Source: an optimization exercise on an open RTL-to-GDS flow (aim: small area, a short achievable clock period and few clock cycles). Production flows keep margins and buffers that such runs may drop.
Function was checked by simulation only, so behaviour that the tests miss may differ from the original.
Power and IR drop assume default switching activity. The clock port is modelled as an ideal driver; clocking choices that lean on that would not hold on a real chip.

`config.mk`:
```
export PLATFORM = sky130hd
export DESIGN_NAME = egress_stamper
export DESIGN_NICKNAME = egress_stamper
export VERILOG_FILES = /design/flow/design.v
export SDC_FILE = /design/flow/constraint.sdc
export NUM_CORES = 4
export LEC_CHECK = 0
export ABC_CLOCK_PERIOD_IN_PS = 1800
export CAP_MARGIN = 20
export CORE_MARGIN = 2
export CORE_UTILIZATION = 55
export CTS_BUF_LIST = sky130_fd_sc_hd__clkbuf_8 sky130_fd_sc_hd__clkbuf_16
export CTS_CLUSTER_DIAMETER = 50
export CTS_CLUSTER_SIZE = 40
export SETUP_SLACK_MARGIN = 2.0
export SLEW_MARGIN = 20
```
`constraint.sdc`:
```
create_clock -name core_clock -period 4.0 [get_ports {clk}]
set_input_delay 0.8000 -clock core_clock [delete_from_list [all_inputs] [get_ports {clk}]]
set_output_delay 0.8000 -clock core_clock [all_outputs]
set_load 0.01 [all_outputs]
```
`design.v`:
```
package egress_stamper_pkg;
    localparam int PACKET_XFER_LEN = 32;
    localparam int LEN_MSB  = 31;
    localparam int LEN_LSB  = 24;
    localparam int DEST_MSB = 15;
    localparam int DEST_LSB = 8;
    localparam int SRC_MSB  = 15;
    localparam int SRC_LSB  = 8;
    localparam int MIN_PKT_BYTES = 24;
    localparam int END_TIME_IDX  = 5;
    localparam int RING_SLOTS = 63;
    function automatic logic len_legal(input logic [7:0] len);
        len_legal = (len[1:0] == 2'b00) && (len[7:2] >= 6'd6);
    endfunction
endpackage
module pkt_ring #(
    parameter int DATA_W = 32,
    parameter int SLOTS  = 63
) (
    input  logic              clk,
    input  logic              we,
    input  logic [DATA_W-1:0] wdata,
    output logic [DATA_W-1:0] rdata
);
    logic [DATA_W-1:0] stage [SLOTS];
    always_ff @(posedge clk) begin
        stage[0] <= we ? wdata : stage[SLOTS-1];
        for (int i = 1; i < SLOTS; i++) begin
            stage[i] <= stage[i-1];
        end
    end
    assign rdata = stage[SLOTS-2];
endmodule
module egress_stamper #(
    parameter int PACKET_XFER_LEN = egress_stamper_pkg::PACKET_XFER_LEN,
    parameter int MAX_WORDS       = 64
) (
    input  logic                       clk,
    input  logic                       reset,
    input  logic                       in_valid,
    input  logic                       in_sop,
    input  logic [PACKET_XFER_LEN-1:0] in_data,
    output logic                       in_ready,
    input  logic [31:0]                counter,
    input  logic                       egress_full,
    output logic                       out_write_en,
    output logic [PACKET_XFER_LEN-1:0] out_data,
    output logic                       busy,
    output logic                       drop_pulse,
    output logic [15:0]                drop_count
);
    localparam int L = egress_stamper_pkg::RING_SLOTS;
    function automatic logic [5:0] inc_slot(input logic [5:0] s);
        inc_slot = (s == 6'(L - 1)) ? 6'd0 : s + 6'd1;
    endfunction
    logic [5:0] ph, rs, rs2;       
    logic       collecting;        
    logic [5:0] cs;                
    logic [5:0] wrem;              
    logic       lastq;             
    logic [5:0] tail;              
    logic [5:0] nh;                
    logic       hdr_at;            
    logic [9:0] npkt;              
    logic [5:0] bcnt;              
    logic       bl_nz;             
    logic [2:0] bidx;              
    logic       tapsel, ctrsel;    
    logic       ef_q;              
    logic       dvalid;
    logic [PACKET_XFER_LEN-1:0] tap;
    logic bl_gt1, bl_one, bidx4, w2, npk_nz;
    logic rs_eq_tail, rs_eq_nh, rs_eq_cs, rs2_eq_nh, rs2_eq_cs, skip;
    assign bl_gt1        = (bcnt[5:2] != 4'd0) || (bcnt[1:0] == 2'd3);
    assign bl_one        = bl_nz && !bl_gt1;
    assign bidx4         = (bidx == 3'(egress_stamper_pkg::END_TIME_IDX - 1));
    assign w2            = (wrem == 6'd3);
    assign npk_nz        = npkt[0];
    assign rs_eq_tail    = (rs == tail);
    assign rs_eq_nh      = (rs == nh);
    assign rs_eq_cs      = (rs == cs);
    assign rs2_eq_nh     = (rs2 == nh);
    assign rs2_eq_cs     = (rs2 == cs);
    assign skip          = dvalid && !bl_nz && !npk_nz;
    logic acc, sop_legal, sop_acc, dat_acc, cnow, start, egress_ok;
    logic hdr_new, abort_legal, abort_bad, direct_hdr, keep_dead;
    assign acc         = in_valid && in_ready;
    assign sop_legal   = egress_stamper_pkg::len_legal(in_data[31:24]);
    assign sop_acc     = acc && in_sop;
    assign dat_acc     = acc && !in_sop && collecting;
    assign cnow        = dat_acc && lastq;
    assign hdr_new     = sop_acc && sop_legal;
    assign abort_legal = hdr_new && collecting;
    assign abort_bad   = sop_acc && !sop_legal && collecting;
    assign egress_ok   = !egress_full || !ef_q;
    assign start       = hdr_at && !bl_nz && egress_ok && (npk_nz || cnow);
    assign direct_hdr  = hdr_new && (collecting ? (!npk_nz && !bl_nz) : !busy);
    assign keep_dead   = abort_legal && !direct_hdr;
    logic       collecting_n, dvalid_n, bl_nz_n, busy_n, in_ready_n, we_n;
    logic [9:0] npkt_n;
    logic       we;                
    logic       tail_is_rs_n, nh_is_rs_n, hdr_at_n, lastq_n;
    logic [5:0] tail_n, nh_n;
    assign nh_n = direct_hdr ? ph : skip ? cs : bl_one ? rs2 : nh;
    assign dvalid_n = !direct_hdr && !skip && (dvalid || abort_legal);
    assign tail_n = (hdr_new || dat_acc) ? rs : abort_bad ? cs : tail;
    assign collecting_n = hdr_new || (collecting && !abort_bad && !cnow);
    assign lastq_n = !sop_acc && (dat_acc ? w2 : lastq);
    assign bl_nz_n   = start || bl_gt1;
    assign npkt_n = start ? (cnow ? npkt : {1'b0, npkt[9:1]}) :
                            (cnow ? {npkt[8:0], 1'b1} : npkt);
    assign busy_n = bl_gt1 || npk_nz || (collecting ? !abort_bad : hdr_new);
    assign tail_is_rs_n = hdr_new || dat_acc || rs_eq_tail;
    assign nh_is_rs_n   = direct_hdr ? 1'b0 : skip ? rs_eq_cs : (!bl_one && rs_eq_nh);
    assign we_n       = !busy_n || (tail_is_rs_n && (bl_nz_n || !nh_is_rs_n));
    assign in_ready_n = !busy_n ||
                        (!(sop_acc && collecting) && !(dvalid && !skip) &&
                         tail_is_rs_n && (bl_nz_n || !nh_is_rs_n));
    assign hdr_at_n = !direct_hdr && (skip ? rs2_eq_cs : (bl_one || rs2_eq_nh));
    logic drop_any, drop_two, dc_sat, dc_sat_n;
    logic [15:0] dc_m1, dc_m2;
    assign drop_any = sop_acc && (collecting || !sop_legal);
    assign drop_two = sop_acc && collecting && !sop_legal;
    always_comb begin
        dc_m1[0] = 1'b1;
        dc_m2[0] = 1'b0;
        dc_m2[1] = 1'b1;
        for (int i = 1; i < 16; i++) dc_m1[i] = dc_m1[i-1] && drop_count[i-1];
        for (int i = 2; i < 16; i++) dc_m2[i] = dc_m2[i-1] && drop_count[i-1];
    end
    assign dc_sat_n = dc_sat ||
                      (drop_any && (drop_count == 16'hFFFD)) ||
                      (drop_two && (drop_count == 16'hFFFC));
    pkt_ring #(
        .DATA_W(PACKET_XFER_LEN),
        .SLOTS (L)
    ) u_ring (
        .clk  (clk),
        .we   (we),
        .wdata(in_data),
        .rdata(tap)
    );
    always_ff @(posedge clk) begin
        ef_q <= egress_full;
        if (reset) begin
            ph           <= 6'd0;
            rs           <= 6'd1;
            rs2          <= 6'd2;
            collecting   <= 1'b0;
            lastq        <= 1'b0;
            npkt         <= '0;
            bcnt         <= 6'd0;
            bl_nz        <= 1'b0;
            tapsel       <= 1'b0;
            ctrsel       <= 1'b0;
            hdr_at       <= 1'b0;
            dvalid       <= 1'b0;
            drop_pulse   <= 1'b0;
            drop_count   <= 16'd0;
            dc_sat       <= 1'b0;
            out_write_en <= 1'b0;
            out_data     <= '0;
            busy         <= 1'b0;
            in_ready     <= 1'b1;
            we           <= 1'b1;
        end else begin
            ph  <= rs;
            rs  <= rs2;
            rs2 <= inc_slot(rs2);
            drop_pulse <= drop_any;
            dc_sat     <= dc_sat_n;
            if (drop_any) begin
                drop_count <= dc_sat ? 16'hFFFF : (drop_count ^ (drop_two ? dc_m2 : dc_m1));
            end
            out_write_en <= start;
            out_data     <= (tap & {PACKET_XFER_LEN{start || tapsel}}) |
                            (PACKET_XFER_LEN'(counter) & {PACKET_XFER_LEN{ctrsel}});
            tapsel <= start || (bl_gt1 && !bidx4);
            ctrsel <= bl_gt1 && bidx4;
            if (start) begin
                bcnt <= tap[31:26];
                bidx <= 3'd1;
            end else if (bl_nz) begin
                bcnt <= bcnt - 6'd1;
                if (bidx != 3'd7) bidx <= bidx + 3'd1;
            end
            bl_nz   <= bl_nz_n;
            npkt    <= npkt_n;
            nh         <= nh_n;
            hdr_at     <= hdr_at_n;
            dvalid     <= dvalid_n;
            tail       <= tail_n;
            collecting <= collecting_n;
            lastq      <= lastq_n;
            busy       <= busy_n;
            in_ready   <= in_ready_n;
            we         <= we_n;
        end
        if (hdr_new) begin
            cs   <= ph;
            wrem <= in_data[31:26];
        end else if (dat_acc) begin
            wrem <= wrem - 6'd1;
        end
    end
endmodule
```
`run.sh`:
```
#!/bin/bash
# synth_recipe.tcl (not shown) runs the flow's synth.tcl, then flattens the netlist and writes it again
# the make line also repeats each setting of config.mk as NAME=value (left out here)
make -C /OpenROAD-flow-scripts/flow DESIGN_CONFIG=/design/flow/config.mk WORK_HOME=/design/flow/orfs CLKGATE_MAP_FILE= SYNTH_SCRIPT=/design/flow/synth_recipe.tcl finish
```
==> impl_metrics.env, run 1 <==
export IMPL_synthAdderAreaFrac_pct=0.298
export IMPL_instances_no_fill=4061
export IMPL_postCtsHoldBufs=0
export IMPL_synthSimpleGateAreaFrac_pct=1.95
export IMPL_path_class="reg2out"
export IMPL_clkSinkCount=2139
export IMPL_num_io_pins=121
export IMPL_start_kind="flop"
export IMPL_cts_tree="done"
export IMPL_gr_total_overflow=0
export IMPL_synthFlopType="dfxtp_1"
export IMPL_post_route_min_period_ns=1.98
export IMPL_synth_top_family_by_area="compound AO/OA/AOI/OAI gates"
export IMPL_netlist_instances=2616
export IMPL_pre_cts_ws_ns=0.810
export IMPL_core_area_mm2=0.0834
export IMPL_setup_tns_ns=0
export IMPL_place_inst=3785
export IMPL_final_layout_size_suffix_gt1_share_pct=15.0
export IMPL_finalCoreUtilization_pct=64.4
export IMPL_setup_viol=0
export IMPL_drt_iter0_drc=851
export IMPL_drv_cap=0
export IMPL_grt_setup_unrepaired="true"
export IMPL_leakagePower_nw=21.9
export IMPL_synth_compound_area_share_pct=2.06
export IMPL_powerDensity_mw_per_mm2=759
export IMPL_finClkSkew_ns=0.0349
export IMPL_crit_buf_inv=1
export IMPL_yosys_mux_area_fraction_pct=1.06
export IMPL_multi_input_area_mm2=0.00305
export IMPL_ant_nets=0
export IMPL_nNetsFinal=2948
export IMPL_slowest_delay_ns=0.37
export IMPL_vias=17580
export IMPL_grt_pass1_wl_um=92900
export IMPL_clkSlewWorstSetupHoldPaths_ns=0.08
export IMPL_die_width_um=294
export IMPL_place_hpwl_um=29800
export IMPL_yosysWarnings=3
export IMPL_ys_seq_area_share_pct=93.3
export IMPL_synth_edf_count=27
export IMPL_final_area_mm2=0.0537
export IMPL_tightest_slew_ns=1.09
export IMPL_holdCritPathClass="reg2reg"
export IMPL_critPathSlowestCell="dfxtp_4"
export IMPL_initial_utilization_pct=55.4
export IMPL_die_area_mm2=0.0863
export IMPL_root_buffer="clkbuf_16"
export IMPL_ir_drop_mv=0.461
export IMPL_place_congestion=0.801
export IMPL_ys_seq_elements=2139
export IMPL_yosysUniqueCellTypes=59
export IMPL_fp_dieH_um=294
export IMPL_grt_start_max_net_pins=50
export IMPL_cts_max_path_buffers=3
export IMPL_status="complete, no violations"
export IMPL_synthToLayoutAreaGrowth_pct=16.3
export IMPL_setup_slack_ns=2.02
export IMPL_placedInstanceArea_mm2=0.0487
export IMPL_wl_per_cell_um=13.9
export IMPL_worst_slew_margin_rel_pct=27.1
export IMPL_crit_required_ns=3.20
export IMPL_gr_usage_all_layers_pct=13.4
export IMPL_syn_area_mm2=0.0462
export IMPL_n_fill_cell=5768
export IMPL_antenna_found_initial=0
export IMPL_synthXorXnorAreaFrac_pct=0.853
export IMPL_period_share_pct=49.5
export IMPL_cts_htree_levels=4
export IMPL_regArea_mm2=0.0432
export IMPL_synth_async_reset_ratio_pct=0
export IMPL_portBuffers=120
export IMPL_drt_total_wl_um=56300
export IMPL_cts_buffers=132
export IMPL_max_freq_mhz=505
export IMPL_syn_area_per_cell_um2=17.7
export IMPL_rows=106
export IMPL_firstDrtPassIters=5
export IMPL_finalMaxSlewViolations=0
export IMPL_hold_viol=0
export IMPL_cp_arrival_ns=1.18
export IMPL_syn_nets=2696
export IMPL_crit_family="flip-flops"
export IMPL_drcViolationCount=0
export IMPL_vias_per_cell=4.33
export IMPL_clock_latency_ns=0.72
export IMPL_crit_path_max_fanout=3
export IMPL_grt_pass1_vias=17904
export IMPL_worstPathCellList="buf_6"
export IMPL_end_kind="output port"
-- synthesized netlist by cell type, types with 4 or more instances --
library cell,instances,area share [%]
dfxtp_1,2112,92
nor2_1,73,0.59
a22oi_1,41,0.67
a21oi_1,38,0.41
mux2_2,38,0.93
nand2_1,31,0.25
xnor2_1,28,0.53
edfxtp_1,27,1.8
clkbuf_1,24,0.20
inv_1,19,0.15
o21ai_0,18,0.20
nor2b_1,17,0.23
xor2_1,17,0.32
nand3_1,15,0.16
nor3_1,13,0.14
ha_1,11,0.30
a31oi_1,7,0.095
or3_1,7,0.095
mux2i_1,6,0.13
nand4_1,5,0.068
and2_1,4,0.054
nor3b_1,4,0.065
nor4_1,4,0.054
or2_2,4,0.054
-- layer usage --
metal  vias to the layer above  GRT usage, %  routed length (µm)
li1                       8864             -                   -
met1                      8271          20.5               30100
met4                         0          6.12                1520
met5                         -             0                   0
met3                       118          3.07                2560
met2                       327          18.1               22100
-- cell usage in the layout, fill, tap and decap left out, types with 5 or more instances in the layout --
| cell type | n |
|---|---|
| o21ai_0 | 17 |
| nand2_1 | 29 |
| clkbuf_16 | 139 |
| nor2_1 | 68 |
| clkinv_2 | 7 |
| clkdlybuf4s50_1 | 59 |
| nor3_1 | 10 |
| dfxtp_4 | 12 |
| clkbuf_8 | 7 |
| clkinv_4 | 10 |
| buf_4 | 33 |
| clkinvlp_4 | 12 |
| dfxtp_1 | 2071 |
| a22oi_1 | 41 |
| ha_1 | 9 |
| a21oi_1 | 35 |
| clkinv_8 | 13 |
| mux2_2 | 38 |
| mux2i_1 | 6 |
| nor2b_1 | 17 |
| nand4_1 | 5 |
| inv_6 | 21 |
| dfxtp_2 | 29 |
| xor2_1 | 17 |
| a31oi_1 | 7 |
| nand3_1 | 13 |
| buf_2 | 18 |
| inv_8 | 12 |
| clkbuf_2 | 5 |
| inv_1 | 28 |
| buf_6 | 34 |
| edfxtp_1 | 27 |
| or3_1 | 6 |
| xnor2_1 | 28 |
| bufinv_16 | 6 |
-- state kept, by name, indices dropped and copies added (netlist names), 3 cells and up --
register and flops:
u_ring.stage 2016, out_data 32, drop_count 16, npkt 10
bcnt 6, cs 6, nh 6, ph 6
rs2 6, rs 6, tail 6, wrem 6
bidx 3
-- per-stage QoR --
| stage | power [W] | hold slack (ns) |
|---|---|---|
| global route | 0.0425 | 0.307 |
| finish | 0.0408 | 0.303 |
| global placement | 0.0267 | 0.310 |
| detailed placement | 0.0267 | 0.312 |
| floorplan | 0.0261 | 0.310 |
| CTS | 0.0413 | 0.306 |
-- cell families (layout without fill, tap and decap cells) --
| group | Yosys count | count (layout) |
|---|---|---|
| xor gates and xnor gates | 45 | 45 |
| adders and majority gates | 11 | 11 |
| AOI/OAI and AO/OA | 135 | 135 |
| DFF | 2139 | 2139 |
| and+or+nand+nor | 188 | 188 |
| other | 0 | 3 |
| buffers and inverters | 54 | 416 |
| muxes | 44 | 44 |
-- report_power, final --
| group | leakage [nW] | internal [W] | switching, W |
|---|---|---|---|
| sequential | 17.9 | 0.0247 | 0.000904 |
| combinational | 1.70 | 0.000376 | 0.000375 |
| clock | 2.29 | 0.00722 | 0.00720 |
| total | 21.9 | 0.0323 | 0.00848 |
-- layout make-up --
type                    count  area share, %
multi-input cells         423           5.67
clock buffers             146           6.65
well taps                1080           2.52
clock inverters            98           2.07
flip-flops and latches   2139           80.4
diodes                      3         0.0140
inverters                  19          0.133
repair buffers            153           2.59
-- path summary, 6_finish.rpt --
kind,from,end,slack [ns],cells after the start
setup reg to reg,cs[0],in_ready,2.09,5
setup / recovery,drop_count[9],drop_count[9],2.02,1
hold reg to reg,u_ring.stage[16][8],u_ring.stage[17][8],0.30,0
hold / removal,u_ring.stage[16][8],u_ring.stage[17][8],0.30,0
-- repair_timing --
item / 4_1_cts / 5_1_grt
pin swaps: 3 / 15
buffers inserted: 22 / 7
gates resized for setup: 288 / 54
endpoints found under the setup margin: 131 / 111
Testbench counts, summed over its fixed seeds: cycles 29,379.
==> inputs of run 2 (changes only) <==
--- a/design.v
+++ b/design.v
@@ -97,6 +97,7 @@
     assign direct_hdr  = hdr_new && (collecting ? (!npk_nz && !bl_nz) : !busy);
     assign keep_dead   = abort_legal && !direct_hdr;
     logic       collecting_n, dvalid_n, bl_nz_n, busy_n, in_ready_n, we_n;
+    logic       npk_up, npk_dn;
     logic [9:0] npkt_n;
     logic       we;                
     logic       tail_is_rs_n, nh_is_rs_n, hdr_at_n, lastq_n;
@@ -107,8 +108,9 @@
     assign collecting_n = hdr_new || (collecting && !abort_bad && !cnow);
     assign lastq_n = !sop_acc && (dat_acc ? w2 : lastq);
     assign bl_nz_n   = start || bl_gt1;
-    assign npkt_n = start ? (cnow ? npkt : {1'b0, npkt[9:1]}) :
-                            (cnow ? {npkt[8:0], 1'b1} : npkt);
+    assign npk_up = cnow && !start;
+    assign npk_dn = start && !cnow;
+    assign npkt_n = npk_up ? {npkt[8:0], 1'b1} : npk_dn ? {1'b0, npkt[9:1]} : npkt;
     assign busy_n = bl_gt1 || npk_nz || (collecting ? !abort_bad : hdr_new);
     assign tail_is_rs_n = hdr_new || dat_acc || rs_eq_tail;
     assign nh_is_rs_n   = direct_hdr ? 1'b0 : skip ? rs_eq_cs : (!bl_one && rs_eq_nh);
==> flow/run.sh (new file) <==
#!/bin/bash
# The standard layout (standard.sh), with three changes to how it is
# made: resizing may swap a cell for one of another footprint, ports are
# buffered with buf_4 rather than a delay cell, and the clock tree uses no
# dummy loads. The whole output goes to standard.log; ORFS keeps each
# step's log under orfs/logs.
set -euo pipefail
sed -e 's#CLKGATE_MAP_FILE= #CLKGATE_MAP_FILE= MATCH_CELL_FOOTPRINT=0 #' standard.sh > standard_mod.sh
grep -q 'MATCH_CELL_FOOTPRINT=0' standard_mod.sh
export BUFFER_PORTS_ARGS="-buffer_cell sky130_fd_sc_hd__buf_4"
export CTS_ARGS="-sink_clustering_enable -repair_clock_nets -dont_use_dummy_load -sink_clustering_size 30 -sink_clustering_max_diameter 100 -buf_list {sky130_fd_sc_hd__clkbuf_4 sky130_fd_sc_hd__clkbuf_8 sky130_fd_sc_hd__clkbuf_16}"
bash standard_mod.sh > standard.log 2>&1
==> standard.sh (new file) <==
#!/bin/bash
# synth_recipe.tcl (not shown) runs the flow's synth.tcl, then flattens the netlist and writes it again
# the make line also repeats each setting of config.mk as NAME=value (left out here)
make -C /OpenROAD-flow-scripts/flow DESIGN_CONFIG=/design/flow/config.mk WORK_HOME=/design/flow/orfs CLKGATE_MAP_FILE= SYNTH_SCRIPT=/design/flow/synth_recipe.tcl "${@:-finish}"
--- a/config.mk
+++ b/config.mk
@@ -9,8 +9,8 @@
 export CAP_MARGIN = 20
 export CORE_MARGIN = 2
 export CORE_UTILIZATION = 55
-export CTS_BUF_LIST = sky130_fd_sc_hd__clkbuf_8 sky130_fd_sc_hd__clkbuf_16
-export CTS_CLUSTER_DIAMETER = 50
-export CTS_CLUSTER_SIZE = 40
+export CTS_BUF_LIST = sky130_fd_sc_hd__clkbuf_4 sky130_fd_sc_hd__clkbuf_8 sky130_fd_sc_hd__clkbuf_16
+export CTS_CLUSTER_DIAMETER = 100
+export CTS_CLUSTER_SIZE = 30
 export SETUP_SLACK_MARGIN = 2.0
 export SLEW_MARGIN = 20
removed: run.sh
==> impl_metrics.env, run 2 <==
export IMPL_cts_buffers=81
export IMPL_final_layout_size_suffix_gt1_share_pct=12.2
export IMPL_holdCritPathClass="in2reg"
export IMPL_grt_pass1_vias=17401
export IMPL_gr_total_overflow=0
export IMPL_powerDensity_mw_per_mm2=703
export IMPL_setup_slack_ns=1.92
export IMPL_layout_commonest_cell="dfxtp_1"
export IMPL_finClkSkew_ns=0.0717
export IMPL_die_width_um=294
export IMPL_clock_latency_ns=0.65
export IMPL_hold_path_depth=1
export IMPL_netlist_top_cells_area="dfxtp_1 (91%), edfxtp_1 (1.8%), mux2_2 (0.92%)"
export IMPL_multi_input_area_mm2=0.00312
export IMPL_die_area_mm2=0.0865
export IMPL_postCtsHoldBufs=0
export IMPL_root_buffer="clkbuf_16"
export IMPL_crit_required_ns=4.49
export IMPL_yosysWarnings=3
export IMPL_path_class="in2reg"
export IMPL_clkSlewWorstSetupHoldPaths_ns=0.10
export IMPL_synthXorXnorAreaFrac_pct=0.871
export IMPL_worst_path_most_repeated_cell="nor2_1"
export IMPL_cts_htree_levels=3
export IMPL_ys_seq_area_share_pct=93.1
export IMPL_crit_path_max_fanout=4
export IMPL_ys_seq_elements=2139
export IMPL_fp_dieH_um=294
export IMPL_gr_usage_all_layers_pct=13.0
export IMPL_grt_setup_unrepaired="true"
export IMPL_firstDrtPassIters=5
export IMPL_reg2reg_to="drop_count[15]"
export IMPL_n_fill_cell=6059
export IMPL_vias=16975
export IMPL_wl_per_cell_um=14.2
export IMPL_worst_slew_margin_rel_pct=30.7
export IMPL_final_cell_mix="dfxtp_1 (2,090), buf_4 (148), nor2_1 (84), clkbuf_16 (81), a21oi_1 (40)"
export IMPL_syn_area_mm2=0.0463
export IMPL_regArea_mm2=0.0431
export IMPL_pre_cts_ws_ns=1.19
export IMPL_reg2reg_from="drop_count[7]"
export IMPL_yosysTopAreaCell="dfxtp_1"
export IMPL_syn_area_per_cell_um2=17.7
export IMPL_nNetsFinal=2902
export IMPL_yosysTopAreaCellShare_pct=91.4
export IMPL_synthSimpleGateAreaFrac_pct=1.96
export IMPL_largestRegisters="u_ring.stage x2016, out_data x32, drop_count x16"
export IMPL_end_kind="flop"
export IMPL_initial_utilization_pct=55.5
export IMPL_drt_total_wl_um=55500
export IMPL_worstPathCellList="buf_4, a2111o_1, nand2_2, nand3_4, a211o_1, nor2_2, ha_2, nor2_1, nor2_1, nor2_1, a311oi_1"
export IMPL_p_seq_share_pct=72.1
export IMPL_core_area_mm2=0.0834
export IMPL_synth_top_family_by_area="compound AO/OA/AOI/OAI gates"
export IMPL_hold_viol=0
export IMPL_max_freq_mhz=480
export IMPL_synth_compound_area_share_pct=2.04
export IMPL_reg2reg_depth=10
export IMPL_switchingPower_w=0.00693
export IMPL_synthTopCellsByCount="dfxtp_1 (2,112), nor2_1 (88), a21oi_1 (43)"
export IMPL_drv_cap=0
export IMPL_synth_most_common_cell="dfxtp_1"
export IMPL_start_kind="input pin"
export IMPL_portBuffers=120
export IMPL_synthAdderAreaFrac_pct=0.324
export IMPL_tightest_slew_ns=1.04
export IMPL_place_hpwl_um=30900
export IMPL_setup_viol=0
export IMPL_post_route_min_period_ns=2.08
export IMPL_rows=106
export IMPL_reg2reg_slack_ns=2.03
export IMPL_antenna_found_initial=0
export IMPL_clkSinkCount=2139
export IMPL_cts_tree="done"
export IMPL_num_io_pins=121
export IMPL_vias_per_cell=4.35
export IMPL_setup_tns_ns=0
export IMPL_cp_arrival_ns=2.58
export IMPL_ant_nets=0
export IMPL_drt_iter0_drc=797
export IMPL_internal_power_w=0.0289
export IMPL_grt_pass1_wl_um=90800
export IMPL_ir_drop_mv=0.423
export IMPL_finalMaxSlewViolations=0
export IMPL_yosysUniqueCellTypes=65
export IMPL_synth_async_reset_ratio_pct=0
export IMPL_grt_start_max_net_pins=48
export IMPL_cts_max_path_buffers=3
export IMPL_hold_start="egress_full"
export IMPL_largest_register_ffs=2016
export IMPL_drcViolationCount=0
export IMPL_holdPathEnd="ef_q"
export IMPL_leakagePower_nw=20.6
export IMPL_syn_nets=2698
export IMPL_critPathSlowestCell="a2111o_1"
export IMPL_switching_share_pct=19.4
export IMPL_top_register="u_ring.stage"
export IMPL_status="complete, no violations"
export IMPL_period_share_pct=52.1
export IMPL_slowest_delay_ns=0.43
export IMPL_clockPowerShare_pct=25.9
export IMPL_yosys_mux_area_fraction_pct=1.23
export IMPL_synth_edf_count=27
export IMPL_power_frac_comb_pct=2.1
export IMPL_synthFlopType="dfxtp_1"
export IMPL_place_congestion=0.749
export IMPL_synthToLayoutAreaGrowth_pct=10.1
export IMPL_netlist_instances=2617
-- run 2: final cells by class --
| type | count | share of cell area [%] |
|---|---|---|
| clock buffer | 81 | 3.98 |
| multi-input combinational | 427 | 6.13 |
| antenna | 2 | 0.00983 |
| tap | 1080 | 2.65 |
| sequential | 2139 | 84.7 |
| timing repair buffer | 156 | 2.37 |
| inverter | 16 | 0.128 |
-- run 2: power by group through the flow --
stage / logic (W) / clock network [W] / registers (W)
final: 0.000746 / 0.00926 / 0.0258
after global routing: 0.000816 / 0.0104 / 0.0262
after CTS: 0.000740 / 0.00962 / 0.0259
after detailed placement: 0.000714 / 0 / 0.0263
after global placement: 0.000688 / 0 / 0.0262
after floorplan: 0.000474 / 0 / 0.0258
-- run 2: metrics by stage --
step           util (%)  power, W  hold slack [ns]  cells  area [µm²]
3_3_place_gp       58.1    0.0269            0.310   3785       48500
6_report           61.0    0.0358            0.278   3901       50900
3_5_place_dp       58.1    0.0270            0.312   3785       48500
5_1_grt            61.0    0.0374            0.234   3899       50900
4_1_cts            60.8    0.0363            0.225   3885       50800
2_1_floorplan         -    0.0263            0.310   2617       46400
-- run 2: worst max-delay path by stage --
| stage | slack [ns] | end | start | depth (start not counted) |
|---|---|---|---|---|
| floorplan | 1.52 | drop_count[15] | in_data[28] | 10 |
| global placement | 1.18 | drop_count[15] | in_data[28] | 11 |
| detailed placement | 1.19 | drop_count[15] | in_data[28] | 11 |
| CTS | 1.95 | drop_count[15] | in_ready | 9 |
| global route | 1.81 | drop_count[15] | in_data[28] | 11 |
| finish | 1.92 | drop_count[15] | in_data[28] | 11 |
-- run 2: repair_timing --
item                       4_1_cts  5_1_grt
cloned                           0        0
setup endpoints to repair       72       19
gates resized for setup         40       12
pin swaps                       10        9
buffers inserted                19       14
hold endpoints to repair         0        0
-- run 2: kinds of logic (layout without fill, tap and decap cells) --
group,Yosys count,count (layout)
other cells,0,2
fa+ha+maj,12,12
compound gates,131,131
buf+inv,51,253
mux,52,52
flops,2139,2139
simple gates,186,186
xor+xnor,46,46
-- run 2: critical path, delay by kind of cell --
family,cells,cell delay (ns)
buf+inv,1,0.13
compound gates,3,0.95
fa+ha+maj,1,0.18
simple gates,6,0.51
-- run 2: metal layers --
layer / vias up / track usage [%] / wire, µm
met3: 103 / 2.40 / 2190
met2: 237 / 18.9 / 22000
li1: 8608 / - / -
met4: 0 / 4.90 / 1570
met5: - / 0 / 0
met1: 8027 / 19.6 / 29700
Testbench counts of run 2, summed over its fixed seeds: cycles 29,379.
==> inputs of run 3 (changes only) <==
--- a/design.v
+++ b/design.v
@@ -97,7 +97,6 @@
     assign direct_hdr  = hdr_new && (collecting ? (!npk_nz && !bl_nz) : !busy);
     assign keep_dead   = abort_legal && !direct_hdr;
     logic       collecting_n, dvalid_n, bl_nz_n, busy_n, in_ready_n, we_n;
-    logic       npk_up, npk_dn;
     logic [9:0] npkt_n;
     logic       we;                
     logic       tail_is_rs_n, nh_is_rs_n, hdr_at_n, lastq_n;
@@ -108,9 +107,8 @@
     assign collecting_n = hdr_new || (collecting && !abort_bad && !cnow);
     assign lastq_n = !sop_acc && (dat_acc ? w2 : lastq);
     assign bl_nz_n   = start || bl_gt1;
-    assign npk_up = cnow && !start;
-    assign npk_dn = start && !cnow;
-    assign npkt_n = npk_up ? {npkt[8:0], 1'b1} : npk_dn ? {1'b0, npkt[9:1]} : npkt;
+    assign npkt_n = start ? (cnow ? npkt : {1'b0, npkt[9:1]}) :
+                            (cnow ? {npkt[8:0], 1'b1} : npkt);
     assign busy_n = bl_gt1 || npk_nz || (collecting ? !abort_bad : hdr_new);
     assign tail_is_rs_n = hdr_new || dat_acc || rs_eq_tail;
     assign nh_is_rs_n   = direct_hdr ? 1'b0 : skip ? rs_eq_cs : (!bl_one && rs_eq_nh);
==> flow/run.sh (replaced) <==
#!/bin/bash
# The standard layout (standard.sh) with two changes to how it is made:
# ports are buffered with buf_2 cells rather than delay cells, and the clock
# tree gets no dummy loads. standard.sh's whole output goes to standard.log;
# ORFS keeps each step's own log under orfs/logs.
set -euo pipefail
export BUFFER_PORTS_ARGS="-buffer_cell sky130_fd_sc_hd__buf_2"
export CTS_ARGS="-sink_clustering_enable -repair_clock_nets -dont_use_dummy_load -sink_clustering_size 30 -sink_clustering_max_diameter 100 -buf_list {sky130_fd_sc_hd__clkbuf_4 sky130_fd_sc_hd__clkbuf_8 sky130_fd_sc_hd__clkbuf_16}"
bash standard.sh > standard.log 2>&1
==> impl_metrics.env, run 3 <==
export IMPL_status="complete, no violations"
export IMPL_die_width_um=294
export IMPL_worst_slew_margin_rel_pct=31.4
export IMPL_end_kind="flop"
export IMPL_nNetsFinal=2877
export IMPL_yosysTopAreaCellShare_pct=91.5
export IMPL_die_area_mm2=0.0863
export IMPL_antenna_found_initial=0
export IMPL_rows=106
export IMPL_vias=16865
export IMPL_num_io_pins=121
export IMPL_wl_per_cell_um=14.2
export IMPL_slowest_delay_ns=0.50
export IMPL_synthTopCellsByCount="dfxtp_1 (2,112), nor2_1 (73), a22oi_1 (41)"
export IMPL_tightest_slew_ns=1.03
export IMPL_gr_total_overflow=0
export IMPL_syn_area_mm2=0.0462
export IMPL_setup_viol=0
export IMPL_yosysTopAreaCell="dfxtp_1"
export IMPL_clkSinkCount=2139
export IMPL_start_kind="input pin"
export IMPL_core_area_mm2=0.0834
export IMPL_fin_hold_ws_ns=0.298
export IMPL_firstDrtPassIters=4
export IMPL_clkSlewWorstSetupHoldPaths_ns=0.12
export IMPL_ir_drop_mv=0.486
export IMPL_finalMaxSlewViolations=0
export IMPL_synth_async_reset_ratio_pct=0
export IMPL_root_buffer="clkbuf_16"
export IMPL_period_share_pct=49.2
export IMPL_clock_latency_ns=0.64
export IMPL_hold_viol=0
export IMPL_yosysUniqueCellTypes=59
export IMPL_portBuffers=120
export IMPL_grt_start_max_net_pins=56
export IMPL_final_cell_mix="dfxtp_1 (2,089), buf_2 (113), clkbuf_16 (81), nor2_1 (69), a22oi_1 (41)"
export IMPL_vias_per_cell=4.35
export IMPL_top_register="u_ring.stage"
export IMPL_cts_tree="done"
export IMPL_final_layout_size_suffix_gt1_share_pct=11.2
export IMPL_cts_max_path_buffers=3
export IMPL_post_route_min_period_ns=1.97
export IMPL_largest_register_ffs=2016
export IMPL_synthFlopType="dfxtp_1"
export IMPL_grt_pass1_wl_um=90700
export IMPL_syn_area_per_cell_um2=17.7
export IMPL_drcViolationCount=0
export IMPL_yosysWarnings=3
export IMPL_synth_most_common_cell="dfxtp_1"
export IMPL_max_freq_mhz=508
export IMPL_cts_htree_levels=3
export IMPL_grt_pass1_vias=17209
export IMPL_powerDensity_mw_per_mm2=707
export IMPL_drv_cap=0
export IMPL_largestRegisters="u_ring.stage x2016, out_data x32, drop_count x16"
export IMPL_critPathSlowestCell="a2111o_1"
export IMPL_ant_nets=0
export IMPL_place_congestion=0.798
export IMPL_crit_required_ns=4.56
export IMPL_netlist_instances=2616
export IMPL_worstPathCellList="buf_2, a2111o_1, nand2_1, a31o_2, nand3_2, nor2_2, ha_2, nor2_1, nor2_1, nor2_1, a311oi_2"
export IMPL_drt_iter0_drc=759
export IMPL_layout_commonest_cell="dfxtp_1"
export IMPL_fp_dieH_um=294
export IMPL_cp_arrival_ns=2.53
export IMPL_finClkSkew_ns=0.0750
export IMPL_leakagePower_nw=20.4
export IMPL_place_hpwl_um=30400
export IMPL_worst_path_most_repeated_cell="nor2_1"
export IMPL_setup_tns_ns=0
export IMPL_postCtsHoldBufs=0
export IMPL_synthToLayoutAreaGrowth_pct=8.99
export IMPL_holdCritPathClass="in2reg"
export IMPL_initial_utilization_pct=55.4
export IMPL_netlist_top_cells_area="dfxtp_1 (92%), edfxtp_1 (1.8%), mux2_2 (0.93%)"
export IMPL_syn_nets=2696
export IMPL_path_class="in2reg"
export IMPL_gr_usage_all_layers_pct=13.0
export IMPL_grt_setup_unrepaired="true"
export IMPL_crit_path_max_fanout=4
export IMPL_ys_seq_area_share_pct=93.3
export IMPL_ys_seq_elements=2139
export IMPL_n_fill_cell=6044
export IMPL_synth_edf_count=27
export IMPL_drt_total_wl_um=55200
export IMPL_cts_buffers=81
-- run 3: metrics by stage --
step / total power (W) / instances / area, µm² / util (%) / setup WS, ns
floorplan: 0.0261 / 2616 / 46300 / - / 1.75
global placement: 0.0266 / 3785 / 48100 / 57.7 / 1.25
detailed placement: 0.0267 / 3785 / 48100 / 57.7 / 1.09
CTS: 0.0360 / 3872 / 50300 / 60.3 / 1.99
global route: 0.0371 / 3875 / 50300 / 60.4 / 1.94
finish: 0.0356 / 3877 / 50400 / 60.4 / 2.03
-- run 3: repair_timing --
action | 4_1_cts | 5_1_grt
pin swaps | 2 | 5
resized for setup | 39 | 18
setup buffers | 6 | 3
endpoints found under the setup margin | 92 | 45
-- run 3: kinds of logic after synthesis --
logic type	after synthesis	share of synthesized area (%)
compound gates	135	2.06
xor+xnor	45	0.853
simple gates	188	1.95
mux	44	1.06
buf+inv	54	0.504
flops	2139	93.3
fa+ha+maj	11	0.298
-- run 3: final timing paths --
check / start / end / slack [ns] / depth (start not counted)
min: egress_full / ef_q / 0.30 / 1
max: in_data[27] / drop_count[15] / 2.03 / 11
max reg2reg: bcnt[5] / nh[1] / 2.06 / 6
min reg2reg: u_ring.stage[32][19] / u_ring.stage[33][19] / 0.31 / 0
-- run 3: cell type report --
type | count | area [µm²] | area share [%]
antenna | 2 | 5.00 | 0.00994
multi-input combinational | 423 | 3020 | 6.00
timing repair buffer | 133 | 732 | 1.45
tap | 1080 | 1350 | 2.68
sequential | 2139 | 43100 | 85.7
clock buffer | 81 | 2030 | 4.03
inverter | 19 | 71.3 | 0.142
-- run 3: power breakdown --
group | internal (W) | switching, W
clock | 0.00367 | 0.00562
sequential | 0.0247 | 0.000908
combinational | 0.000323 | 0.000366
-- run 3: worst max-delay path: cells and delay by family --
kind | cells | cell delay, ns
and+or+nand+nor | 6 | 0.52
buffers and inverters | 1 | 0.14
AOI/OAI and AO/OA | 3 | 0.87
adders and majority gates | 1 | 0.19
-- run 3: layer usage --
| layer | track usage, % | part of all wire (%) | wire length, µm | vias to the layer above |
|---|---|---|---|---|
| li1 | - | - | - | 8570 |
| met2 | 18.0 | 39 | 21500 | 226 |
| met5 | 0 | 0 | 0 | - |
| met1 | 20.5 | 55 | 30200 | 7973 |
| met3 | 2.45 | 4.1 | 2280 | 96 |
| met4 | 4.36 | 2.3 | 1290 | 0 |
Testbench counts of run 3, summed over its fixed seeds: cycles 29,379.
==> inputs of run 4 (changes only) <==
--- a/config.mk
+++ b/config.mk
@@ -12,5 +12,5 @@
 export CTS_BUF_LIST = sky130_fd_sc_hd__clkbuf_4 sky130_fd_sc_hd__clkbuf_8 sky130_fd_sc_hd__clkbuf_16
 export CTS_CLUSTER_DIAMETER = 100
 export CTS_CLUSTER_SIZE = 30
-export SETUP_SLACK_MARGIN = 2.0
+export SETUP_SLACK_MARGIN = 2.1
 export SLEW_MARGIN = 20
==> impl_metrics.env, run 4 <==
export IMPL_cts_buffers=81
export IMPL_ys_seq_elements=2139
export IMPL_setup_viol=0
export IMPL_n_fill_cell=6116
export IMPL_drt_iter0_drc=806
export IMPL_clock_latency_ns=0.64
export IMPL_hold_viol=0
export IMPL_path_class="in2reg"
export IMPL_place_congestion=0.727
export IMPL_final_cell_mix="dfxtp_1 (2,074), buf_2 (92), clkbuf_16 (81), nor2_1 (68), buf_4 (47)"
export IMPL_netlist_top_cells_area="dfxtp_1 (92%), edfxtp_1 (1.8%), mux2_2 (0.93%)"
export IMPL_nNetsFinal=2915
export IMPL_syn_nets=2696
export IMPL_finalCoreUtilization_pct=61.0
export IMPL_clkSlewWorstSetupHoldPaths_ns=0.10
export IMPL_crit_path_max_fanout=4
export IMPL_clkSinkCount=2139
export IMPL_yosysUniqueCellTypes=59
export IMPL_grt_start_max_net_pins=56
export IMPL_synth_async_reset_ratio_pct=0
export IMPL_syn_area_mm2=0.0462
export IMPL_holdCritPathClass="reg2reg"
export IMPL_synthTopCellsByCount="dfxtp_1 (2,112), nor2_1 (73), a22oi_1 (41)"
export IMPL_start_kind="input pin"
export IMPL_antenna_found_initial=11
export IMPL_ant_nets=0
export IMPL_synth_edf_count=27
export IMPL_fp_dieH_um=294
export IMPL_netlist_instances=2616
export IMPL_top_register="u_ring.stage"
export IMPL_wl_per_cell_um=14.6
export IMPL_die_area_mm2=0.0863
export IMPL_end_kind="flop"
export IMPL_worstPathCellList="buf_2, a2111o_1, nand2_1, a31o_4, nand3_2, nor2_2, ha_2, nor3_2, nor3_1"
export IMPL_finClkSkew_ns=0.0564
export IMPL_ys_seq_area_share_pct=93.3
export IMPL_syn_area_per_cell_um2=17.7
export IMPL_finalMaxSlewViolations=0
export IMPL_synthToLayoutAreaGrowth_pct=10.1
export IMPL_synth_most_common_cell="dfxtp_1"
export IMPL_final_layout_size_suffix_gt1_share_pct=13.2
export IMPL_cts_max_path_buffers=3
export IMPL_total_power_w=0.0357
export IMPL_yosysTopAreaCellShare_pct=91.5
export IMPL_powerDensity_mw_per_mm2=701
export IMPL_grt_setup_unrepaired="true"
export IMPL_tightest_slew_ns=1.07
export IMPL_grt_pass1_vias=17447
export IMPL_vias=17197
export IMPL_largest_register_ffs=2016
export IMPL_slowest_delay_ns=0.46
export IMPL_vias_per_cell=4.39
export IMPL_ir_drop_mv=0.419
export IMPL_gr_total_overflow=0
export IMPL_initial_utilization_pct=55.4
export IMPL_yosysTopAreaCell="dfxtp_1"
export IMPL_die_width_um=294
export IMPL_rows=106
export IMPL_cts_htree_levels=3
export IMPL_num_io_pins=121
export IMPL_grt_pass1_wl_um=92800
export IMPL_placedInstanceArea_mm2=0.0481
export IMPL_post_route_min_period_ns=1.92
export IMPL_yosysWarnings=3
export IMPL_worst_slew_margin_rel_pct=28.6
export IMPL_drt_total_wl_um=57300
export IMPL_cp_arrival_ns=2.39
export IMPL_crit_required_ns=4.47
export IMPL_core_area_mm2=0.0834
export IMPL_drcViolationCount=0
export IMPL_portBuffers=120
export IMPL_drv_cap=0
export IMPL_layout_commonest_cell="dfxtp_1"
export IMPL_synthFlopType="dfxtp_1"
export IMPL_cts_tree="done"
export IMPL_place_hpwl_um=32200
export IMPL_period_share_pct=48.0
export IMPL_largestRegisters="u_ring.stage x2016, out_data x32, drop_count x16"
export IMPL_setup_tns_ns=0
export IMPL_final_area_mm2=0.0509
export IMPL_max_freq_mhz=520
export IMPL_root_buffer="clkbuf_16"
export IMPL_gr_usage_all_layers_pct=13.5
export IMPL_firstDrtPassIters=4
export IMPL_antenna_cells=0
export IMPL_critPathSlowestCell="a2111o_1"
export IMPL_leakagePower_nw=20.7
export IMPL_fin_hold_ws_ns=0.287
export IMPL_status="complete, no violations"
## run 4: path summary, 6_finish.rpt
check	from	to	slack (ns)	depth (start not counted)
setup / recovery	in_data[27]	drop_count[14]	2.08	9
setup reg to reg	drop_count[8]	drop_count[14]	2.09	9
hold reg to reg	u_ring.stage[27][29]	u_ring.stage[28][29]	0.29	0
hold / removal	u_ring.stage[27][29]	u_ring.stage[28][29]	0.29	0
## run 4: what timing repair did
action	CTS	global route
endpoints found under the setup margin	143	70
pin swaps	9	9
resized for setup	99	28
cloned	0	0
hold buffers	0	0
setup buffers	30	18
## run 4: metrics by stage
stage,setup WS (ns),std cells
floorplan,1.75,2616
global placement,0.863,3784
detailed placement,0.805,3784
CTS,2.03,3895
global route,1.97,3913
finish,2.08,3913
## run 4: area by class of cell
class / instances / area [µm²] / share of cell area (%)
Multi-Input combinational cell: 423 / 3080 / 6.06
Tap cell: 1080 / 1350 / 2.66
Clock buffer: 81 / 2030 / 3.98
Sequential cell: 2139 / 43200 / 84.8
Timing Repair Buffer: 171 / 1180 / 2.32
Inverter: 19 / 71.3 / 0.140
## run 4: logic make-up (layout without fill, tap and decap cells)
logic type / Yosys count / count (layout) / synth area share, %
DFF: 2139 / 2139 / 93.3
and+or+nand+nor: 188 / 188 / 1.95
AOI/OAI and AO/OA: 135 / 135 / 2.06
buffers and inverters: 54 / 271 / 0.504
xor gates and xnor gates: 45 / 45 / 0.853
muxes: 44 / 44 / 1.06
adders and majority gates: 11 / 11 / 0.298
## run 4: critical path, delay by kind of cell
kind / cells / cell delay [ns]
fa+ha+maj: 1 / 0.28
buf+inv: 1 / 0.13
compound gates: 2 / 0.62
simple gates: 5 / 0.57
## run 4: per-layer routing
metal  vias to the layer above  global-route usage, %  share of wire [%]
met5                         -                      0                  0
met3                       111                   2.32                4.3
met4                         0                   4.57                2.5
li1                       8658                      -                  -
met2                       265                   19.4                 40
met1                      8163                   20.7                 53
## run 4: power by group
part	switching [W]	leakage, nW	total (W)	internal [W]
logic	0.000400	1.78	0.000791	0.000391
clock network	0.00560	0.998	0.00927	0.00366
registers	0.000893	17.9	0.0256	0.0247
total	0.00690	20.7	0.0357	0.0288
==> inputs of run 5 (changes only) <==
--- a/config.mk
+++ b/config.mk
@@ -5,6 +5,7 @@
 export SDC_FILE = /design/flow/constraint.sdc
 export NUM_CORES = 4
 export LEC_CHECK = 0
+export ABC_AREA = 1
 export ABC_CLOCK_PERIOD_IN_PS = 1800
 export CAP_MARGIN = 20
 export CORE_MARGIN = 2
==> impl_metrics.env, run 5 <==
export IMPL_slowest_delay_ns=0.37
export IMPL_ys_seq_elements=2139
export IMPL_finalMaxSlewViolations=0
export IMPL_leakagePower_nw=20.8
export IMPL_netlist_instances=2746
export IMPL_drcViolationCount=0
export IMPL_layout_commonest_cell="dfxtp_1"
export IMPL_yosysTopAreaCellShare_pct=91.5
export IMPL_gr_usage_all_layers_pct=13.5
export IMPL_total_power_w=0.0361
export IMPL_initial_utilization_pct=55.4
export IMPL_power_frac_comb_pct=2.3
export IMPL_tightest_slew_ns=0.853
export IMPL_powerDensity_mw_per_mm2=709
export IMPL_synthToLayoutAreaGrowth_pct=10.3
export IMPL_antenna_found_initial=5
export IMPL_nNetsFinal=3042
export IMPL_final_cell_mix="dfxtp_1 (2,076), nand2_1 (172), buf_2 (87), clkbuf_16 (81), inv_1 (65)"
export IMPL_critPathSlowestCell="dfxtp_4"
export IMPL_worst_slew_margin_rel_pct=43.1
export IMPL_die_width_um=294
export IMPL_cts_buffers=81
export IMPL_final_layout_size_suffix_gt1_share_pct=11.9
export IMPL_root_buffer="clkbuf_16"
export IMPL_cts_tree="done"
export IMPL_hold_viol=0
export IMPL_synth_edf_count=27
export IMPL_netlist_top_cells_area="dfxtp_1 (92%), edfxtp_1 (1.8%), nand2_1 (1.5%)"
export IMPL_crit_path_max_fanout=2
export IMPL_regArea_mm2=0.0432
export IMPL_worstPathCellList="buf_8"
export IMPL_startpoint="drop_count[6]"
export IMPL_drv_cap=0
export IMPL_grt_busiest_layer="met1"
export IMPL_cts_htree_levels=3
export IMPL_num_io_pins=121
export IMPL_ys_seq_area_share_pct=93.3
export IMPL_setup_slack_ns=2.06
export IMPL_yosysTopAreaCell="dfxtp_1"
export IMPL_post_route_min_period_ns=1.94
export IMPL_top_register="u_ring.stage"
export IMPL_clock_latency_ns=0.64
export IMPL_drt_iter0_drc=922
export IMPL_holdCritPathClass="reg2reg"
export IMPL_rows=106
export IMPL_switchingPower_w=0.00703
export IMPL_internal_power_w=0.0291
export IMPL_clockPowerShare_pct=25.6
export IMPL_multi_input_area_mm2=0.00291
export IMPL_postCtsHoldBufs=0
export IMPL_n_fill_cell=6140
export IMPL_drt_total_wl_um=58300
export IMPL_gr_total_overflow=0
export IMPL_crit_family="flip-flops"
export IMPL_crit_required_ns=3.20
export IMPL_syn_area_per_cell_um2=16.8
export IMPL_fp_dieH_um=294
export IMPL_ant_nets=0
export IMPL_syn_nets=2826
export IMPL_synthFlopType="dfxtp_1"
export IMPL_place_congestion=0.777
export IMPL_largestRegisters="u_ring.stage x2016, out_data x32, drop_count x16"
export IMPL_max_freq_mhz=515
export IMPL_status="complete, no violations"
export IMPL_setup_viol=0
export IMPL_use_met3_pct=3.28
export IMPL_use_met1_pct=20.6
export IMPL_grtUsageMet2_pct=18.9
export IMPL_p_seq_share_pct=72.1
export IMPL_yosysWarnings=3
export IMPL_grt_pass1_wl_um=93700
export IMPL_pre_cts_ws_ns=0.805
export IMPL_syn_area_mm2=0.0462
export IMPL_cp_arrival_ns=1.14
export IMPL_synthTopCellsByCount="dfxtp_1 (2,112), nand2_1 (182), inv_1 (72)"
export IMPL_start_kind="flop"
export IMPL_yosysUniqueCellTypes=37
export IMPL_die_area_mm2=0.0863
export IMPL_clkSinkCount=2139
export IMPL_crit_buf_inv=1
export IMPL_vias_per_cell=4.37
export IMPL_setup_tns_ns=0
export IMPL_finClkSkew_ns=0.0407
export IMPL_synth_most_common_cell="dfxtp_1"
export IMPL_core_area_mm2=0.0834
export IMPL_period_share_pct=48.5
export IMPL_clkSlewWorstSetupHoldPaths_ns=0.11
export IMPL_largest_register_ffs=2016
export IMPL_path_class="reg2out"
export IMPL_synth_async_reset_ratio_pct=0
export IMPL_hold_start="u_ring.stage[24][8]"
export IMPL_grt_start_max_net_pins=60
export IMPL_place_hpwl_um=32500
export IMPL_grt_pass1_vias=17743
export IMPL_end_kind="output port"
export IMPL_vias=17670
export IMPL_instances_no_fill=4042
export IMPL_firstDrtPassIters=7
export IMPL_wl_per_cell_um=14.4
export IMPL_cts_max_path_buffers=3
export IMPL_grt_setup_unrepaired="true"
export IMPL_reg2reg_from="collecting"
export IMPL_place_inst=3923
export IMPL_ir_drop_mv=0.399
export IMPL_portBuffers=120
export IMPL_switching_share_pct=19.5
[run 5: cell types whose count changed in the layout (fill, tap and decap cells not counted), sizes merged, moves of 22 or more]
cell	previous run	this run
a21oi	38	60
a22oi	41	0
inv	19	72
nand2	31	183
o21ai	19	47
[run 5: kinds of logic after synthesis]
logic type | Yosys count | share of synthesized area, %
buffers and inverters | 103 | 0.867
muxes | 30 | 0.731
adders and majority gates | 11 | 0.298
and+or+nand+nor | 300 | 2.71
xor gates and xnor gates | 25 | 0.474
DFF | 2139 | 93.3
AOI/OAI and AO/OA | 138 | 1.65
[run 5: path summary, 6_finish.rpt]
path              cells past startpoint  slack, ns                  end
hold / removal                        0       0.30  u_ring.stage[25][8]
hold reg to reg                       0       0.30  u_ring.stage[25][8]
setup / recovery                      1       2.06        drop_count[6]
setup reg to reg                      7       2.13              bidx[2]
[run 5: final cells by class]
cell class | instances | area share [%]
Timing Repair Buffer | 161 | 2.35
Sequential cell | 2139 | 84.7
Tap cell | 1080 | 2.65
Inverter | 74 | 0.560
Antenna cell | 2 | 0.00982
Clock buffer | 81 | 3.98
Multi-Input combinational cell | 505 | 5.72
[run 5: per-stage QoR]
stage | utilization, % | area [µm²] | hold slack [ns]
floorplan | - | 46300 | 0.310
global placement | 57.7 | 48200 | 0.310
detailed placement | 57.7 | 48200 | 0.312
CTS | 60.7 | 50600 | 0.271
global route | 61.1 | 50900 | 0.287
finish | 61.1 | 51000 | 0.297
[run 5: power by group through the flow]
stage	clock, W	sequential (W)	combinational (W)
2_1_floorplan	0	0.0260	0.000444
3_3_place_gp	0	0.0265	0.000614
3_5_place_dp	0	0.0265	0.000638
4_1_cts	0.00961	0.0261	0.000665
5_1_grt	0.0103	0.0265	0.000895
6_report	0.00925	0.0261	0.000820
[run 5: layer usage]
layer | wire [µm] | part of all wire [%] | vias up
met5 | 13 | 0.022 | -
met4 | 1480 | 2.5 | 2
met3 | 3270 | 5.6 | 109
met2 | 22900 | 39 | 296
met1 | 30600 | 53 | 8324
li1 | - | - | 8939
[run 5: repair_timing]
action,CTS,global route
endpoints found under the setup margin,133,118
gates resized for setup,80,44
buffers inserted,18,17
pin swaps,3,10
gates cloned,0,1
==> inputs of run 6 (changes only) <==
--- a/config.mk
+++ b/config.mk
@@ -13,5 +13,5 @@
 export CTS_BUF_LIST = sky130_fd_sc_hd__clkbuf_4 sky130_fd_sc_hd__clkbuf_8 sky130_fd_sc_hd__clkbuf_16
 export CTS_CLUSTER_DIAMETER = 100
 export CTS_CLUSTER_SIZE = 30
-export SETUP_SLACK_MARGIN = 2.1
+export SETUP_SLACK_MARGIN = 2.2
 export SLEW_MARGIN = 20
==> impl_metrics.env, run 6 <==
export IMPL_status="complete, no violations"
export IMPL_ys_seq_area_share_pct=93.3
export IMPL_synthTopCellsByCount="dfxtp_1 (2,112), nand2_1 (182), inv_1 (72)"
export IMPL_setup_slack_ns=2.07
export IMPL_drcViolationCount=0
export IMPL_post_route_min_period_ns=1.93
export IMPL_tightest_slew_ns=0.907
export IMPL_cp_arrival_ns=1.13
export IMPL_hold_viol=0
export IMPL_grt_start_max_net_pins=62
export IMPL_slowest_delay_ns=0.38
export IMPL_critPathSlowestCell="dfxtp_4"
export IMPL_cts_tree="done"
export IMPL_ys_seq_elements=2139
export IMPL_cts_buffers=82
export IMPL_clkSlewWorstSetupHoldPaths_ns=0.11
export IMPL_reg2reg_to="out_data[2]"
export IMPL_syn_nets=2826
export IMPL_setup_viol=0
export IMPL_reg2reg_slack_ns=2.18
export IMPL_instances_no_fill=4052
export IMPL_yosysWarnings=3
export IMPL_clockPowerShare_pct=25.7
export IMPL_total_power_w=0.0363
export IMPL_fp_dieH_um=294
export IMPL_synthToLayoutAreaGrowth_pct=10.9
export IMPL_layout_commonest_cell="dfxtp_1"
export IMPL_root_buffer="clkbuf_16"
export IMPL_reg2reg_depth=10
export IMPL_nNetsFinal=3052
export IMPL_crit_family="flip-flops"
export IMPL_n_fill_cell=6071
export IMPL_gr_total_overflow=0
export IMPL_yosysTopAreaCell="dfxtp_1"
export IMPL_reg2reg_from="in_ready"
export IMPL_worstPathCellList="buf_6"
export IMPL_netlist_top_cells_area="dfxtp_1 (92%), edfxtp_1 (1.8%), nand2_1 (1.5%)"
export IMPL_initial_utilization_pct=55.4
export IMPL_drt_total_wl_um=59300
export IMPL_place_hpwl_um=32800
export IMPL_powerDensity_mw_per_mm2=709
export IMPL_die_width_um=294
export IMPL_finClkSkew_ns=0.0669
export IMPL_largest_register_ffs=2016
export IMPL_grt_pass1_wl_um=94200
export IMPL_hold_path_depth=1
export IMPL_startpoint="drop_count[8]"
export IMPL_synth_most_common_cell="dfxtp_1"
export IMPL_largestRegisters="u_ring.stage x2016, out_data x32, drop_count x16"
export IMPL_top_register="u_ring.stage"
export IMPL_end_kind="output port"
export IMPL_hold_start="egress_full"
export IMPL_synthFlopType="dfxtp_1"
export IMPL_holdPathEnd="ef_q"
export IMPL_switchingPower_w=0.00714
export IMPL_max_freq_mhz=518
export IMPL_wl_per_cell_um=14.6
export IMPL_finalMaxSlewViolations=0
export IMPL_syn_area_per_cell_um2=16.8
export IMPL_antenna_found_initial=6
export IMPL_ir_drop_mv=0.515
export IMPL_rows=106
export IMPL_synth_edf_count=27
export IMPL_yosysUniqueCellTypes=37
export IMPL_place_congestion=0.765
export IMPL_clock_latency_ns=0.65
export IMPL_clkSinkCount=2139
export IMPL_final_layout_size_suffix_gt1_share_pct=13.2
export IMPL_portBuffers=120
export IMPL_yosysTopAreaCellShare_pct=91.5
export IMPL_final_cell_mix="dfxtp_1 (2,073), nand2_1 (163), buf_2 (86), clkbuf_16 (83), inv_1 (62)"
export IMPL_leakagePower_nw=21.0
export IMPL_syn_area_mm2=0.0462
export IMPL_cts_max_path_buffers=3
export IMPL_multi_input_area_mm2=0.00307
export IMPL_crit_required_ns=3.20
export IMPL_setup_tns_ns=0
export IMPL_fin_hold_ws_ns=0.278
export IMPL_cts_htree_levels=3
export IMPL_pre_cts_ws_ns=0.893
export IMPL_power_frac_comb_pct=2.5
export IMPL_ant_nets=0
export IMPL_vias=17660
export IMPL_netlist_instances=2746
export IMPL_period_share_pct=48.3
export IMPL_grt_setup_unrepaired="true"
export IMPL_drv_cap=0
export IMPL_die_area_mm2=0.0863
export IMPL_place_inst=3921
export IMPL_crit_path_max_fanout=3
export IMPL_regArea_mm2=0.0432
export IMPL_firstDrtPassIters=5
export IMPL_vias_per_cell=4.36
export IMPL_worst_slew_margin_rel_pct=39.6
export IMPL_drt_iter0_drc=790
export IMPL_gr_usage_all_layers_pct=13.7
export IMPL_core_area_mm2=0.0834
export IMPL_p_seq_share_pct=71.8
export IMPL_holdCritPathClass="in2reg"
export IMPL_switching_share_pct=19.7
export IMPL_internal_power_w=0.0292
export IMPL_crit_buf_inv=1
export IMPL_synth_async_reset_ratio_pct=0
export IMPL_path_class="reg2out"
export IMPL_start_kind="flop"
export IMPL_grt_pass1_vias=17598
export IMPL_num_io_pins=121
run 6: worst max-delay path by stage:
stage | endpoint | cells after the start | slack [ns]
2_1_floorplan | drop_count[15] | 11 | 1.84
3_3_place_gp | nh[0] | 9 | 0.96
3_5_place_dp | nh[0] | 9 | 0.89
4_1_cts | drop_count[8] | 1 | 2.01
5_1_grt | drop_count[8] | 1 | 2.01
6_report | drop_count[8] | 1 | 2.07
run 6: layer usage:
layer  vias to the layer above  global-route usage, %  wire (µm)
met3                        99                   2.69       2600
met1                      8335                   20.8      31200
met2                       253                   19.8      24000
li1                       8969                      -          -
met4                         4                   4.70       1460
met5                         -                      0         27
run 6: cell families (layout without fill, tap and decap cells):
family	after synthesis	in the layout	synth area share (%)
simple gates	300	301	2.71
flops	2139	2139	93.3
mux	30	30	0.731
buf+inv	103	326	0.867
compound gates	138	138	1.65
other cells	0	2	0
xor+xnor	25	25	0.474
fa+ha+maj	11	11	0.298
run 6: layout make-up:
cell class,instances,share of cell area [%]
clock buffers,82,4.00
flip-flops and latches,2139,84.3
repair buffers,170,2.53
multi-input cells,505,6.00
diodes,2,0.00977
inverters,74,0.552
well taps,1080,2.64
run 6: timing repair:
action | in CTS | in global routing
hold buffers | 0 | 0
endpoints found under the setup margin | 132 | 124
buffers inserted | 29 | 16
pin swaps | 12 | 26
gates cloned | 1 | 1
hold endpoints to repair | 0 | 0
gates resized for setup | 83 | 83
run 6: stage by stage:
| step | util (%) | instance area, µm² |
|---|---|---|
| after CTS | 60.9 | 50800 |
| after global routing | 61.4 | 51200 |
| after floorplan | - | 46400 |
| after detailed placement | 57.8 | 48200 |
| final | 61.4 | 51200 |
| after global placement | 57.8 | 48200 |
run 6: worst reg2reg max path, cell delays in order, from the launching register on:
cell and delay [ns]:
dfxtp_4 0.39, nand2_4 0.06, nor3_4 0.18, nand2_2 0.12
a21oi_4 0.27, buf_12 0.15, or2_4 0.15, buf_12 0.14
clkbuf_16 0.18, nand2_4 0.05, a21oi_2 0.12
run 6: power groups by stage:
stage / clock [W] / combinational [W] / sequential, W
after detailed placement: 0 / 0.000619 / 0.0265
after floorplan: 0 / 0.000466 / 0.0260
final: 0.00935 / 0.000897 / 0.0261
after CTS: 0.00968 / 0.000782 / 0.0262
after global placement: 0 / 0.000604 / 0.0265
after global routing: 0.0104 / 0.000966 / 0.0265
==> inputs of run 7 (changes only) <==
--- a/config.mk
+++ b/config.mk
@@ -5,7 +5,6 @@
 export SDC_FILE = /design/flow/constraint.sdc
 export NUM_CORES = 4
 export LEC_CHECK = 0
-export ABC_AREA = 1
 export ABC_CLOCK_PERIOD_IN_PS = 1800
 export CAP_MARGIN = 20
 export CORE_MARGIN = 2
@@ -13,5 +12,5 @@
 export CTS_BUF_LIST = sky130_fd_sc_hd__clkbuf_4 sky130_fd_sc_hd__clkbuf_8 sky130_fd_sc_hd__clkbuf_16
 export CTS_CLUSTER_DIAMETER = 100
 export CTS_CLUSTER_SIZE = 30
-export SETUP_SLACK_MARGIN = 2.2
+export SETUP_SLACK_MARGIN = 2.15
 export SLEW_MARGIN = 20
==> impl_metrics.env, run 7 <==
export IMPL_layout_commonest_cell="dfxtp_1"
export IMPL_worst_slew_margin_rel_pct=54.9
export IMPL_die_area_mm2=0.0863
export IMPL_ir_drop_mv=0.408
export IMPL_grt_setup_unrepaired="true"
export IMPL_finalCoreUtilization_pct=61.4
export IMPL_hold_viol=0
export IMPL_ys_seq_elements=2139
export IMPL_clock_latency_ns=0.65
export IMPL_final_cell_mix="dfxtp_1 (2,073), buf_2 (85), clkbuf_16 (81), nor2_1 (66), buf_4 (52)"
export IMPL_netlist_instances=2616
export IMPL_drv_cap=0
export IMPL_place_congestion=0.795
export IMPL_cts_tree="done"
export IMPL_start_kind="input pin"
export IMPL_n_fill_cell=6008
export IMPL_post_route_min_period_ns=2.03
export IMPL_switchingPower_w=0.00694
export IMPL_switching_share_pct=19.4
export IMPL_num_io_pins=121
export IMPL_power_frac_comb_pct=2.5
export IMPL_cp_arrival_ns=2.53
export IMPL_gr_usage_all_layers_pct=13.0
export IMPL_grt_pass1_wl_um=91200
export IMPL_portBuffers=120
export IMPL_holdCritPathClass="reg2reg"
export IMPL_syn_nets=2696
export IMPL_rows=106
export IMPL_powerDensity_mw_per_mm2=698
export IMPL_initial_utilization_pct=55.4
export IMPL_worst_path_most_repeated_cell="nor2_1"
export IMPL_core_area_mm2=0.0834
export IMPL_clockPowerShare_pct=25.9
export IMPL_clkSinkCount=2139
export IMPL_synth_edf_count=27
export IMPL_worstPathCellList="buf_8, a2111o_1, nand2_2, a31o_2, nand3_2, nor2_2, ha_2, nor2_1, nor2_1, nor2_1, a311oi_1"
export IMPL_finalMaxSlewViolations=0
export IMPL_fp_dieH_um=294
export IMPL_synthFlopType="dfxtp_1"
export IMPL_vias=17220
export IMPL_yosysWarnings=3
export IMPL_crit_path_max_fanout=3
export IMPL_end_kind="flop"
export IMPL_cts_htree_levels=3
export IMPL_largestRegisters="u_ring.stage x2016, out_data x32, drop_count x16"
export IMPL_p_seq_share_pct=71.6
export IMPL_place_hpwl_um=30200
export IMPL_die_width_um=294
export IMPL_multi_input_area_mm2=0.00329
export IMPL_synthToLayoutAreaGrowth_pct=10.8
export IMPL_nNetsFinal=2923
export IMPL_grt_start_max_net_pins=48
export IMPL_yosysUniqueCellTypes=59
export IMPL_top_register="u_ring.stage"
export IMPL_tightest_slew_ns=0.677
export IMPL_regArea_mm2=0.0432
export IMPL_leakagePower_nw=20.7
export IMPL_final_layout_size_suffix_gt1_share_pct=14.8
export IMPL_syn_area_mm2=0.0462
export IMPL_firstDrtPassIters=7
export IMPL_critPathSlowestCell="a2111o_1"
export IMPL_grt_pass1_vias=17428
export IMPL_largest_register_ffs=2016
export IMPL_status="complete, no violations"
export IMPL_antenna_cells=0
export IMPL_wl_per_cell_um=14.2
export IMPL_yosysTopAreaCell="dfxtp_1"
export IMPL_crit_required_ns=4.50
export IMPL_synth_async_reset_ratio_pct=0
export IMPL_internal_power_w=0.0288
export IMPL_syn_area_per_cell_um2=17.7
export IMPL_cts_max_path_buffers=3
export IMPL_cts_buffers=81
export IMPL_path_class="in2reg"
export IMPL_drt_iter0_drc=939
export IMPL_yosysTopAreaCellShare_pct=91.5
export IMPL_gr_total_overflow=0
export IMPL_netlist_top_cells_area="dfxtp_1 (92%), edfxtp_1 (1.8%), mux2_2 (0.93%)"
export IMPL_drcViolationCount=0
export IMPL_root_buffer="clkbuf_16"
export IMPL_setup_tns_ns=0
export IMPL_ys_seq_area_share_pct=93.3
export IMPL_clkSlewWorstSetupHoldPaths_ns=0.11
export IMPL_slowest_delay_ns=0.50
export IMPL_antenna_found_initial=2
export IMPL_setup_viol=0
export IMPL_synth_most_common_cell="dfxtp_1"
export IMPL_finClkSkew_ns=0.0477
export IMPL_drt_total_wl_um=55800
export IMPL_synthTopCellsByCount="dfxtp_1 (2,112), nor2_1 (73), a22oi_1 (41)"
export IMPL_vias_per_cell=4.39
export IMPL_max_freq_mhz=492
export IMPL_period_share_pct=50.8
export IMPL_ant_nets=0
## run 7: kinds of logic after synthesis
family,share of synthesized area (%)
compound gates,2.06
xor+xnor,0.853
fa+ha+maj,0.298
buf+inv,0.504
flops,93.3
mux,1.06
simple gates,1.95
## run 7: final cells by class
type                       instances  share of cell area (%)
inverter                          19                   0.139
tap                             1080                    2.64
sequential                      2139                    84.3
clock buffer                      81                    3.96
timing repair buffer             178                    2.54
multi-input combinational        424                    6.42
## run 7: power by group through the flow
stage                     clock network (W)  logic [W]  registers (W)
final                               0.00927   0.000881         0.0256
after CTS                           0.00962   0.000800         0.0257
after floorplan                           0   0.000493         0.0256
after detailed placement                  0   0.000671         0.0261
after global placement                    0   0.000639         0.0260
after global routing                 0.0104   0.000957         0.0260
## run 7: final timing paths
check	endpoint	slack, ns	depth (start not counted)	startpoint
worst max-delay path	drop_count[15]	1.97	11	in_data[28]
worst min register to register	u_ring.stage[52][10]	0.27	0	u_ring.stage[51][10]
worst max register to register	drop_count[15]	2.05	10	drop_count[10]
worst min-delay path	u_ring.stage[52][10]	0.27	0	u_ring.stage[51][10]
## run 7: metal layers
| layer | GRT usage (%) | vias to the layer above | share of wire (%) |
|---|---|---|---|
| li1 | - | 8681 | - |
| met1 | 20.2 | 8091 | 53 |
| met2 | 18.2 | 324 | 39 |
| met3 | 2.32 | 124 | 4.6 |
| met4 | 4.72 | 0 | 2.7 |
| met5 | 0 | - | 0 |
## run 7: repair_timing
item                                    4_1_cts  5_1_grt
resized for setup                            81       52
hold buffers                                  0        0
pin swaps                                    11       18
endpoints found under the setup margin      157      113
setup buffers                                34       20
gates cloned                                  0        1
## run 7: stage by stage
step	setup WS (ns)	hold slack [ns]	instances	total power, W	cell area [µm²]
final	1.97	0.271	3921	0.0357	51200
after CTS	2.01	0.267	3900	0.0361	50800
after global routing	1.96	0.275	3921	0.0373	51200
after detailed placement	0.838	0.312	3785	0.0267	48300
after floorplan	1.75	0.310	2616	0.0261	46500
after global placement	1.05	0.310	3785	0.0267	48300
## run 7: critical path: cells and delay by family
family / cells / cell delay (ns)
AOI/OAI and AO/OA: 3 / 0.91
buffers and inverters: 1 / 0.10
and+or+nand+nor: 6 / 0.53
adders and majority gates: 1 / 0.19

[what the ideal ports hide]
The results above use ideal ports. As a check the final layouts listed here were re-extracted and re-timed, cells and wires unchanged.
Step 1, drivers: a clkbuf_16 drives clk and a buf_2 each remaining input, both assumed.
Step 2, shift: input delay + t, output delay - t, t = (earliest + latest rising clock arrival at the registers) / 2. This alone moves slack from input paths to output paths.
Slacks: ideal ports / drivers / drivers and shift; pairs: ideal ports / drivers.
run | t, ns | setup slack, ns | pins driven straight from the clock port
run 1 | 0.760 | 2.020 / 1.959 / 1.309 | 1
run 2 | 0.677 | 1.917 / 1.924 / 1.247 | 1
run 3 | 0.669 | 2.033 / 1.981 / 1.410 | 1
run 4 | 0.673 | 2.078 / 2.020 / 1.409 | 1
run 5 | 0.686 | 2.060 / 2.000 / 1.486 | 1
run 6 | 0.683 | 2.069 / 2.005 / 1.556 | 1
run 7 | 0.681 | 1.969 / 1.992 / 1.311 | 1
After both steps setup and hold are still met in every run listed. The setup slack of run 1, which loses most, moves by -0.061 ns with the drivers and by -0.711 ns with both steps.
